Background: an optimization exercise with open tools, aiming at small area, a short achievable clock period and few clock cycles. Do not read the settings as production practice. Where RTL was checked, it was by simulation tests only, not by an equivalence proof against the original. The RTL of run 2 was laid out without a check of its function.

==> flow/design.v, too long to show whole: its modules and the start of the top module <==
// module rbm_top: 809 lines
module rbm_top (
  input  logic                   finish,
  input  logic                   rst_n,
  input  rbm_pkg::feature_beat_t in_beat,
  input  logic                   in_valid,
  output logic                   in_ready,
  output rbm_pkg::rbm_result_t   out_result,
  output logic                   out_valid,
  input  logic                   out_ready
);
  // ...
==> flow/flow/run.sh <==
#!/bin/bash
# The standard layout with two changes: the port buffers are buf_4 cells,
# and timing repair keeps working until the setup slack reaches
# SETUP_SLACK_MARGIN (the clock period and constraints are unchanged).
set -euo pipefail
bash standard.sh SETUP_SLACK_MARGIN=6.7 "BUFFER_PORTS_ARGS=-buffer_cell sky130_fd_sc_hd__buf_4" finish > standard.log 2>&1
==> flow/standard.sh <==
#!/bin/bash
# synth_recipe.tcl (not shown) runs the flow's synth.tcl, then flattens the netlist and writes it again
# the make line also repeats each setting of config.mk as NAME=value (left out here)
make -C /OpenROAD-flow-scripts/flow DESIGN_CONFIG=/design/flow/config.mk WORK_HOME=/design/flow/orfs CLKGATE_MAP_FILE= SYNTH_SCRIPT=/design/flow/synth_recipe.tcl "${@:-finish}"
==> flow/config.mk <==
export PLATFORM = sky130hd
export DESIGN_NAME = rbm_top
export DESIGN_NICKNAME = rbm_top
export VERILOG_FILES = /design/flow/design.v
export SDC_FILE = /design/flow/constraint.sdc
export NUM_CORES = 4
export LEC_CHECK = 0
export CAP_MARGIN = 50
export CORE_MARGIN = 2
export CORE_UTILIZATION = 55
export CTS_CLUSTER_DIAMETER = 80
export CTS_CLUSTER_SIZE = 24
export SLEW_MARGIN = 50
==> flow/constraint.sdc <==
create_clock -name core_clock -period 10.0 [get_ports {finish}]
set_input_delay 2.0000 -clock core_clock [delete_from_list [all_inputs] [get_ports {finish}]]
set_output_delay 2.0000 -clock core_clock [all_outputs]
set_load 0.01 [all_outputs]
==> flow_metrics.env, run 1 <==
export IMPL_synth_edf_count=29
export IMPL_numCtsBuffers=19
export IMPL_yosys_area_share_simple_pct=13.4
export IMPL_route_vias_total=12601
export IMPL_die_x_um=184
export IMPL_fin_setup_tns_ns=0
export IMPL_post_route_min_period_ns=3.27
export IMPL_cts_resized_gates=40
export IMPL_multiInputGateArea_um2=11200
export IMPL_outcome="finished clean"
export IMPL_netlist_instances=1818
export IMPL_grt_max_degree=48
export IMPL_drive_gt1_share_pct=11.5
export IMPL_cp_end_kind="flip-flop"
export IMPL_worstSkewPairLatency_ns=0.54
export IMPL_drc_errors=0
export IMPL_relSlewSlack_pct=55.4
export IMPL_antenna_found_initial=1
export IMPL_cts_root_buf="clkbuf_16"
export IMPL_fp_coreArea_um2=31700
export IMPL_synthMuxAreaShare_pct=0.660
export IMPL_clk_pin_slew_ns=0.09
export IMPL_worst_slack_ns=6.73
export IMPL_skew_ns=0.0279
export IMPL_fillers=2746
export IMPL_inv_count=196
export IMPL_design_die_area_um2=33800
export IMPL_seq_cells=262
export IMPL_async_reset_ff_share_pct=4.58
export IMPL_tightest_slew_ns=0.668
export IMPL_diodes=0
export IMPL_taps=402
export IMPL_r2r_start="r[6]$_DFF_P_"
export IMPL_synth_xor_area_share_pct=5.06
export IMPL_yosysSeqAreaShare_pct=31.4
export IMPL_cts_sinks=262
export IMPL_synth_top_cell_area_share_pct=24.8
export IMPL_finalHoldViolCount=0
export IMPL_pin_count=60
export IMPL_final_util_pct=61.6
export IMPL_final_nonclk_buf_share_pct=3.87
Testbench counts, summed over its fixed seeds: cycles 5,864.
==> inputs of run 2 (changes only) <==
--- a/flow/design.v
+++ b/flow/design.v
@@ -571,21 +571,21 @@
   assign a3_sum[19] = u3zs_77;
   always_ff @(posedge finish) begin
     acc[3] <= a3_sum;
     a3_pend <= a3_cout;
   end
   logic [19:0] a3_full;      
   assign a3_full = acc[3] + (({19'd0, a3_pend[0]} << 4) | ({19'd0, a3_pend[1]} << 8) | ({19'd0, a3_pend[2]} << 12) | ({19'd0, a3_pend[3]} << 16));
   logic [19:0] a4_r1, a4_r2, a4_base, a4_sum;
-  logic [8:0] a4_pend, a4_cin, a4_cout;
+  logic [5:0] a4_pend, a4_cin, a4_cout;
   assign a4_r1 = ({20{sa[4]}} & r1) | ({20{s32[4]}} & r32);
   assign a4_r2 = nv | ({20{~last1n}} & r8);
   assign a4_base = (acc[4] & {20{first1n}}) | (20'h0008e & {20{first1}});
-  assign a4_cin = a4_pend & {9{first1n}};
+  assign a4_cin = a4_pend & {6{first1n}};
   logic [19:0] a4_r3;
   assign a4_r3 = {20{last1}} & r2;
   wire u4xs_1 = a4_base[0] ^ a4_r1[0] ^ a4_r3[0];
   wire u4xc_2 = (a4_base[0] & a4_r1[0]) | (a4_base[0] & a4_r3[0]) | (a4_r1[0] & a4_r3[0]);
   wire u4xs_3 = a4_base[1] ^ a4_r1[1] ^ a4_r3[1];
   wire u4xc_4 = (a4_base[1] & a4_r1[1]) | (a4_base[1] & a4_r3[1]) | (a4_r1[1] & a4_r3[1]);
   wire u4xs_5 = a4_base[2] ^ a4_r1[2] ^ a4_r3[2];
   wire u4xc_6 = (a4_base[2] & a4_r1[2]) | (a4_base[2] & a4_r3[2]) | (a4_r1[2] & a4_r3[2]);
@@ -660,59 +660,56 @@
   wire u4ys_75 = u4xs_35 ^ u4xc_34 ^ a4_r2[17];
   wire u4yc_76 = (u4xs_35 & u4xc_34) | (u4xs_35 & a4_r2[17]) | (u4xc_34 & a4_r2[17]);
   wire u4ys_77 = u4xs_37 ^ u4xc_36 ^ a4_r2[18];
   wire u4yc_78 = (u4xs_37 & u4xc_36) | (u4xs_37 & a4_r2[18]) | (u4xc_36 & a4_r2[18]);
   wire u4ys_79 = u4xs_39 ^ u4xc_38 ^ a4_r2[19];
   wire u4yc_80 = (u4xs_39 & u4xc_38) | (u4xs_39 & a4_r2[19]) | (u4xc_38 & a4_r2[19]);
   wire u4zs_81 = u4ys_43 ^ u4yc_42;
   wire u4zc_82 = u4ys_43 & u4yc_42;
-  assign a4_cout[0] = u4zc_82;
-  wire u4zs_83 = u4ys_45 ^ u4yc_44 ^ a4_cin[0];
-  wire u4zc_84 = (u4ys_45 & u4yc_44) | (u4ys_45 & a4_cin[0]) | (u4yc_44 & a4_cin[0]);
-  wire u4zs_85 = u4ys_47 ^ u4yc_46 ^ u4zc_84;
-  wire u4zc_86 = (u4ys_47 & u4yc_46) | (u4ys_47 & u4zc_84) | (u4yc_46 & u4zc_84);
-  assign a4_cout[1] = u4zc_86;
-  wire u4zs_87 = u4ys_49 ^ u4yc_48 ^ a4_cin[1];
-  wire u4zc_88 = (u4ys_49 & u4yc_48) | (u4ys_49 & a4_cin[1]) | (u4yc_48 & a4_cin[1]);
+  wire u4zs_83 = u4ys_45 ^ u4yc_44 ^ u4zc_82;
+  wire u4zc_84 = (u4ys_45 & u4yc_44) | (u4ys_45 & u4zc_82) | (u4yc_44 & u4zc_82);
+  assign a4_cout[0] = u4zc_84;
+  wire u4zs_85 = u4ys_47 ^ u4yc_46 ^ a4_cin[0];
+  wire u4zc_86 = (u4ys_47 & u4yc_46) | (u4ys_47 & a4_cin[0]) | (u4yc_46 & a4_cin[0]);
+  wire u4zs_87 = u4ys_49 ^ u4yc_48 ^ u4zc_86;
+  wire u4zc_88 = (u4ys_49 & u4yc_48) | (u4ys_49 & u4zc_86) | (u4yc_48 & u4zc_86);
   wire u4zs_89 = u4ys_51 ^ u4yc_50 ^ u4zc_88;
   wire u4zc_90 = (u4ys_51 & u4yc_50) | (u4ys_51 & u4zc_88) | (u4yc_50 & u4zc_88);
-  assign a4_cout[2] = u4zc_90;
-  wire u4zs_91 = u4ys_53 ^ u4yc_52 ^ a4_cin[2];
-  wire u4zc_92 = (u4ys_53 & u4yc_52) | (u4ys_53 & a4_cin[2]) | (u4yc_52 & a4_cin[2]);
+  assign a4_cout[1] = u4zc_90;
+  wire u4zs_91 = u4ys_53 ^ u4yc_52 ^ a4_cin[1];
+  wire u4zc_92 = (u4ys_53 & u4yc_52) | (u4ys_53 & a4_cin[1]) | (u4yc_52 & a4_cin[1]);
   wire u4zs_93 = u4ys_55 ^ u4yc_54 ^ u4zc_92;
   wire u4zc_94 = (u4ys_55 & u4yc_54) | (u4ys_55 & u4zc_92) | (u4yc_54 & u4zc_92);
-  assign a4_cout[3] = u4zc_94;
-  wire u4zs_95 = u4ys_57 ^ u4yc_56 ^ a4_cin[3];
-  wire u4zc_96 = (u4ys_57 & u4yc_56) | (u4ys_57 & a4_cin[3]) | (u4yc_56 & a4_cin[3]);
-  wire u4zs_97 = u4ys_59 ^ u4yc_58 ^ u4zc_96;
-  wire u4zc_98 = (u4ys_59 & u4yc_58) | (u4ys_59 & u4zc_96) | (u4yc_58 & u4zc_96);
-  assign a4_cout[4] = u4zc_98;
-  wire u4zs_99 = u4ys_61 ^ u4yc_60 ^ a4_cin[4];
-  wire u4zc_100 = (u4ys_61 & u4yc_60) | (u4ys_61 & a4_cin[4]) | (u4yc_60 & a4_cin[4]);
+  wire u4zs_95 = u4ys_57 ^ u4yc_56 ^ u4zc_94;
+  wire u4zc_96 = (u4ys_57 & u4yc_56) | (u4ys_57 & u4zc_94) | (u4yc_56 & u4zc_94);
+  assign a4_cout[2] = u4zc_96;
+  wire u4zs_97 = u4ys_59 ^ u4yc_58 ^ a4_cin[2];
+  wire u4zc_98 = (u4ys_59 & u4yc_58) | (u4ys_59 & a4_cin[2]) | (u4yc_58 & a4_cin[2]);
+  wire u4zs_99 = u4ys_61 ^ u4yc_60 ^ u4zc_98;
+  wire u4zc_100 = (u4ys_61 & u4yc_60) | (u4ys_61 & u4zc_98) | (u4yc_60 & u4zc_98);
   wire u4zs_101 = u4ys_63 ^ u4yc_62 ^ u4zc_100;
   wire u4zc_102 = (u4ys_63 & u4yc_62) | (u4ys_63 & u4zc_100) | (u4yc_62 & u4zc_100);
-  assign a4_cout[5] = u4zc_102;
-  wire u4zs_103 = u4ys_65 ^ u4yc_64 ^ a4_cin[5];
-  wire u4zc_104 = (u4ys_65 & u4yc_64) | (u4ys_65 & a4_cin[5]) | (u4yc_64 & a4_cin[5]);
+  assign a4_cout[3] = u4zc_102;
+  wire u4zs_103 = u4ys_65 ^ u4yc_64 ^ a4_cin[3];
+  wire u4zc_104 = (u4ys_65 & u4yc_64) | (u4ys_65 & a4_cin[3]) | (u4yc_64 & a4_cin[3]);
   wire u4zs_105 = u4ys_67 ^ u4yc_66 ^ u4zc_104;
   wire u4zc_106 = (u4ys_67 & u4yc_66) | (u4ys_67 & u4zc_104) | (u4yc_66 & u4zc_104);
-  assign a4_cout[6] = u4zc_106;
-  wire u4zs_107 = u4ys_69 ^ u4yc_68 ^ a4_cin[6];
-  wire u4zc_108 = (u4ys_69 & u4yc_68) | (u4ys_69 & a4_cin[6]) | (u4yc_68 & a4_cin[6]);
-  wire u4zs_109 = u4ys_71 ^ u4yc_70 ^ u4zc_108;
-  wire u4zc_110 = (u4ys_71 & u4yc_70) | (u4ys_71 & u4zc_108) | (u4yc_70 & u4zc_108);
-  assign a4_cout[7] = u4zc_110;
-  wire u4zs_111 = u4ys_73 ^ u4yc_72 ^ a4_cin[7];
-  wire u4zc_112 = (u4ys_73 & u4yc_72) | (u4ys_73 & a4_cin[7]) | (u4yc_72 & a4_cin[7]);
+  wire u4zs_107 = u4ys_69 ^ u4yc_68 ^ u4zc_106;
+  wire u4zc_108 = (u4ys_69 & u4yc_68) | (u4ys_69 & u4zc_106) | (u4yc_68 & u4zc_106);
+  assign a4_cout[4] = u4zc_108;
+  wire u4zs_109 = u4ys_71 ^ u4yc_70 ^ a4_cin[4];
+  wire u4zc_110 = (u4ys_71 & u4yc_70) | (u4ys_71 & a4_cin[4]) | (u4yc_70 & a4_cin[4]);
+  wire u4zs_111 = u4ys_73 ^ u4yc_72 ^ u4zc_110;
+  wire u4zc_112 = (u4ys_73 & u4yc_72) | (u4ys_73 & u4zc_110) | (u4yc_72 & u4zc_110);
   wire u4zs_113 = u4ys_75 ^ u4yc_74 ^ u4zc_112;
   wire u4zc_114 = (u4ys_75 & u4yc_74) | (u4ys_75 & u4zc_112) | (u4yc_74 & u4zc_112);
-  assign a4_cout[8] = u4zc_114;
-  wire u4zs_115 = u4ys_77 ^ u4yc_76 ^ a4_cin[8];
-  wire u4zc_116 = (u4ys_77 & u4yc_76) | (u4ys_77 & a4_cin[8]) | (u4yc_76 & a4_cin[8]);
+  assign a4_cout[5] = u4zc_114;
+  wire u4zs_115 = u4ys_77 ^ u4yc_76 ^ a4_cin[5];
+  wire u4zc_116 = (u4ys_77 & u4yc_76) | (u4ys_77 & a4_cin[5]) | (u4yc_76 & a4_cin[5]);
   wire u4zs_117 = u4ys_79 ^ u4yc_78 ^ u4zc_116;
   wire u4zc_118 = (u4ys_79 & u4yc_78) | (u4ys_79 & u4zc_116) | (u4yc_78 & u4zc_116);
   assign a4_sum[0] = u4ys_41;
   assign a4_sum[1] = u4zs_81;
   assign a4_sum[2] = u4zs_83;
   assign a4_sum[3] = u4zs_85;
   assign a4_sum[4] = u4zs_87;
   assign a4_sum[5] = u4zs_89;
@@ -730,17 +727,17 @@
   assign a4_sum[17] = u4zs_113;
   assign a4_sum[18] = u4zs_115;
   assign a4_sum[19] = u4zs_117;
   always_ff @(posedge finish) begin
     acc[4] <= a4_sum;
     a4_pend <= a4_cout;
   end
   logic [19:0] a4_full;      
-  assign a4_full = acc[4] + (({19'd0, a4_pend[0]} << 2) | ({19'd0, a4_pend[1]} << 4) | ({19'd0, a4_pend[2]} << 6) | ({19'd0, a4_pend[3]} << 8) | ({19'd0, a4_pend[4]} << 10) | ({19'd0, a4_pend[5]} << 12) | ({19'd0, a4_pend[6]} << 14) | ({19'd0, a4_pend[7]} << 16) | ({19'd0, a4_pend[8]} << 18));
+  assign a4_full = acc[4] + (({19'd0, a4_pend[0]} << 3) | ({19'd0, a4_pend[1]} << 6) | ({19'd0, a4_pend[2]} << 9) | ({19'd0, a4_pend[3]} << 12) | ({19'd0, a4_pend[4]} << 15) | ({19'd0, a4_pend[5]} << 18));
   logic [19:0] af [5];
   logic [7:0]  pc [5];
   assign af[0] = a0_full;
   assign af[1] = a1_full;
   assign af[2] = a2_full;
   assign af[3] = a3_full;
   assign af[4] = a4_full;
   for (genvar j = 0; j < 5; j++) begin : g_clamp
==> flow/config.mk (replaced) <==
export PLATFORM = sky130hd
export DESIGN_NAME = rbm_top
export DESIGN_NICKNAME = rbm_top
export VERILOG_FILES = /design/flow/design.v
export SDC_FILE = /design/flow/constraint.sdc
export NUM_CORES = 4
export LEC_CHECK = 0
export CAP_MARGIN = 50
export CORE_MARGIN = 2
export CORE_UTILIZATION = 55
export CTS_CLUSTER_DIAMETER = 100
export CTS_CLUSTER_SIZE = 30
export SLEW_MARGIN = 50
==> run 2 against run 1 <==
Against the previous run:
- sequential share of layout area down 0.89 points
- flip-flop and latch count down 3
- critical endpoint is now acc[4][14]$_DFF_P_
- largest cell class unchanged
- synthesized area up 0.55%
- critical path depth up 2
- critical path type unchanged
- clock skew down 0.0087 ns
- first-iteration DRC count up 8.4%
- die area up 0.53%
- worst setup slack better by 0.024 ns
- highest routed layer unchanged
- register-to-register slack better by 0.02 ns
==> flow_metrics.env, run 2 <==
export IMPL_regMostFlops="acc"
export IMPL_outcome="finished clean"
export IMPL_hp_class="reg -> reg"
export IMPL_timing_worst_setup_path_type="reg -> reg"
export IMPL_route_vias_total=12801
export IMPL_die_y_um=184
export IMPL_finalHoldViolCount=0
export IMPL_grt_max_degree=38
export IMPL_drive_gt1_share_pct=13.8
export IMPL_drtIter0Drc=687
export IMPL_reg_top3="acc (100), pr (35), r (16)"
export IMPL_largest_reg_flops=100
export IMPL_timing_final_crit_share_pct=32.5
export IMPL_cts_root_buf="clkbuf_16"
export IMPL_yosys_top_cells_count="218 x dfxtp_1, 199 x fa_1, 183 x inv_1, 161 x nand2_1, 119 x nor2_1"
export IMPL_slew_viol_final=0
export IMPL_fp_coreArea_um2=32300
export IMPL_yosys_warnings=5
export IMPL_yosysUniqueCellTypes=86
export IMPL_htreeDepth=1
export IMPL_synth_area_leaders="dfxtp_1 24%, fa_1 22%, ha_1 6.3%"
export IMPL_avgSynthCellArea_um2=9.75
export IMPL_wire_per_inst_um=18.3
export IMPL_final_util_pct=61.6
export IMPL_yosysSeqAreaShare_pct=30.9
export IMPL_drtPass1Iterations=7
export IMPL_synth_nets=2143
export IMPL_die_x_um=184
export IMPL_relSlewSlack_pct=61.0
export IMPL_syn_cell_area_um2=17900
export IMPL_drv_cap=0
export IMPL_start_util_pct=55.5
export IMPL_drc_errors=0
export IMPL_pin_count=60
export IMPL_clock_fmax_ghz=0.308
export IMPL_skew_ns=0.0192
export IMPL_numCtsBuffers=14
export IMPL_ctsHoldBuffers=0
export IMPL_rsz0062_at_grt="yes"
export IMPL_synth_edf_count=29
export IMPL_holdPathStages=0
export IMPL_area_growth_pct=11.1
export IMPL_netlist_instances=1837
export IMPL_fin_setup_tns_ns=0
export IMPL_post_route_min_period_ns=3.25
export IMPL_rows=66
export IMPL_grt_ovfl_total=0
export IMPL_worstSkewPairLatency_ns=0.52
export IMPL_port_buffers=58
export IMPL_clockBufferDepth=3
export IMPL_setup_viol=0
export IMPL_layout_common_cells="192 x dfxtp_1, 177 x inv_1, 175 x fa_1"
export IMPL_cts_sinks=259
export IMPL_diodes=0
export IMPL_synth_top_area_cell="dfxtp_1"
export IMPL_wl_um=42500
export IMPL_synth_flop_cell="dfxtp_1"
export IMPL_grt_pass1_wl_um=68700
export IMPL_synth_top_cell_area_share_pct=24.4
export IMPL_design_die_area_um2=34000
export IMPL_crit_path_max_fanout=7
export IMPL_grt_pass1_vias=12716
export IMPL_cp_required_ns=10.40
export IMPL_clk_pin_slew_ns=0.12
export IMPL_hpwl_um=29600
export IMPL_grt_util_all_layers_pct=25.8
export IMPL_cts_tree="yes"
export IMPL_antenna_found_initial=0
export IMPL_reg2reg_depth=9
export IMPL_routabilityCongestion=0.836
export IMPL_worst_setup_path_start_kind="flip-flop"
export IMPL_cp_end_kind="flip-flop"
export IMPL_ys_ff_latch=259
export IMPL_nets=2172
export IMPL_vias_per_cell=5.53
export IMPL_antenna_left=0
export IMPL_final_common_cell="dfxtp_1"
export IMPL_crit_arrival_ns=3.65
export IMPL_tightest_slew_ns=0.579
export IMPL_async_reset_ff_share_pct=4.63
export IMPL_synthMostInstantiatedCell="dfxtp_1"
[run 2: cell types whose count changed after synthesis, sizes merged, moves of 5 or more]
cell,before,now
nor3,8,14
nand2b,19,25
a21oi,90,97
o31ai,7,2
and3,19,30
nand4,13,18
o22a,24,18
nor2,128,119
a311oi,1,6
inv,195,183
o211ai,2,8
buf,19,24
[run 2: worst max-delay path: stages (launching register included)]
cell	delay, ns
dfxtp_4	0.44
buf_12	0.12
buf_16	0.11
nand2_1	0.07
fa_1	0.51
fa_1	0.55
inv_1	0.06
fa_1	0.43
fa_1	0.40
fa_1	0.43
[run 2: logic make-up after synthesis]
logic type | after synthesis | synth area share (%)
fa+ha+maj | 289 | 28.5
mux | 8 | 0.447
xor+xnor | 98 | 4.88
simple gates | 529 | 14.6
compound gates | 365 | 14.3
buf+inv | 289 | 6.40
flops | 259 | 30.9
[run 2: metrics by stage]
stage                     setup WS, ns  area [um^2]  hold slack [ns]  instances
after floorplan                   6.66        17900            0.372       1837
after global placement            5.87        18600            0.390       2248
after detailed placement          5.82        18600            0.389       2249
after CTS                         6.64        19500            0.418       2293
after global routing              6.65        19900            0.426       2316
final                             6.75        19900            0.417       2316
[run 2: metal layers]
layer  global-route usage, %  vias up  part of all wire [%]
met5                       0        -                     0
met4                    5.73        0                   2.2
met3                    2.81       60                   3.9
met2                    42.3      272                    47
met1                    36.9     6315                    47
li1                        -     6154                     -
[run 2: path summary, 6_finish.rpt]
kind                                 startpoint             endpoint  slack [ns]
min in group asynchronous                 rst_n  out_valid$_DFF_PN0_        1.31
worst max-delay path            first1n$_DFF_P_   acc[4][14]$_DFF_P_        6.75
worst min register to register   d0x[0]$_DFF_P_      s0[0]$_DFFE_PP_        0.42
max in group asynchronous                 rst_n   in_ready$_DFF_PN1_        8.45
worst min-delay path             d0x[0]$_DFF_P_      s0[0]$_DFFE_PP_        0.42
worst max register to register  first1n$_DFF_P_   acc[4][14]$_DFF_P_        6.75
[run 2: what timing repair did]
item / 4_1_cts / 5_1_grt
gates cloned: 2 / 1
endpoints found under the setup margin: 74 / 41
buffers inserted: 18 / 22
gates resized for setup: 48 / 62
pin swaps: 1 / 4
[run 2: final cells by class]
class | count | area, um^2
timing repair buffer | 118 | 1120
inverter | 184 | 727
fill | 2727 | 12400
multi-input combinational | 1289 | 11400
clock buffer | 16 | 400
tap | 442 | 553
clock inverter | 8 | 113
sequential | 259 | 5610

==> static timing again, ports no longer ideal <==
The flow's constraints put no driver on any port. The routed layouts listed below were extracted and timed again, unchanged, in two steps. Step 1 assumes that a clkbuf_16 drives the clock port and a buf_2 every other input. Step 2 adds t to the input delays and takes it off the output delays; t is the mean of the earliest and latest rising clock arrival at the registers after step 1. Input paths then give back, and output paths get back, about the clock's delay inside the block. a / b / c = ideal ports / drivers / drivers and shift; a / b = the first two.
| run | t (ns) | setup WS [ns] | worst setup path after step 2 |
|---|---|---|---|
| run 1 | 0.575 | 6.725 / 6.708 / 6.574 | input to register |
| run 2 | 0.565 | 6.749 / 6.709 / 6.534 | input to register |
After both steps every run listed still meets setup and hold. The setup slack of run 2, which loses most, moves by -0.040 ns with the drivers and by -0.215 ns with both steps.
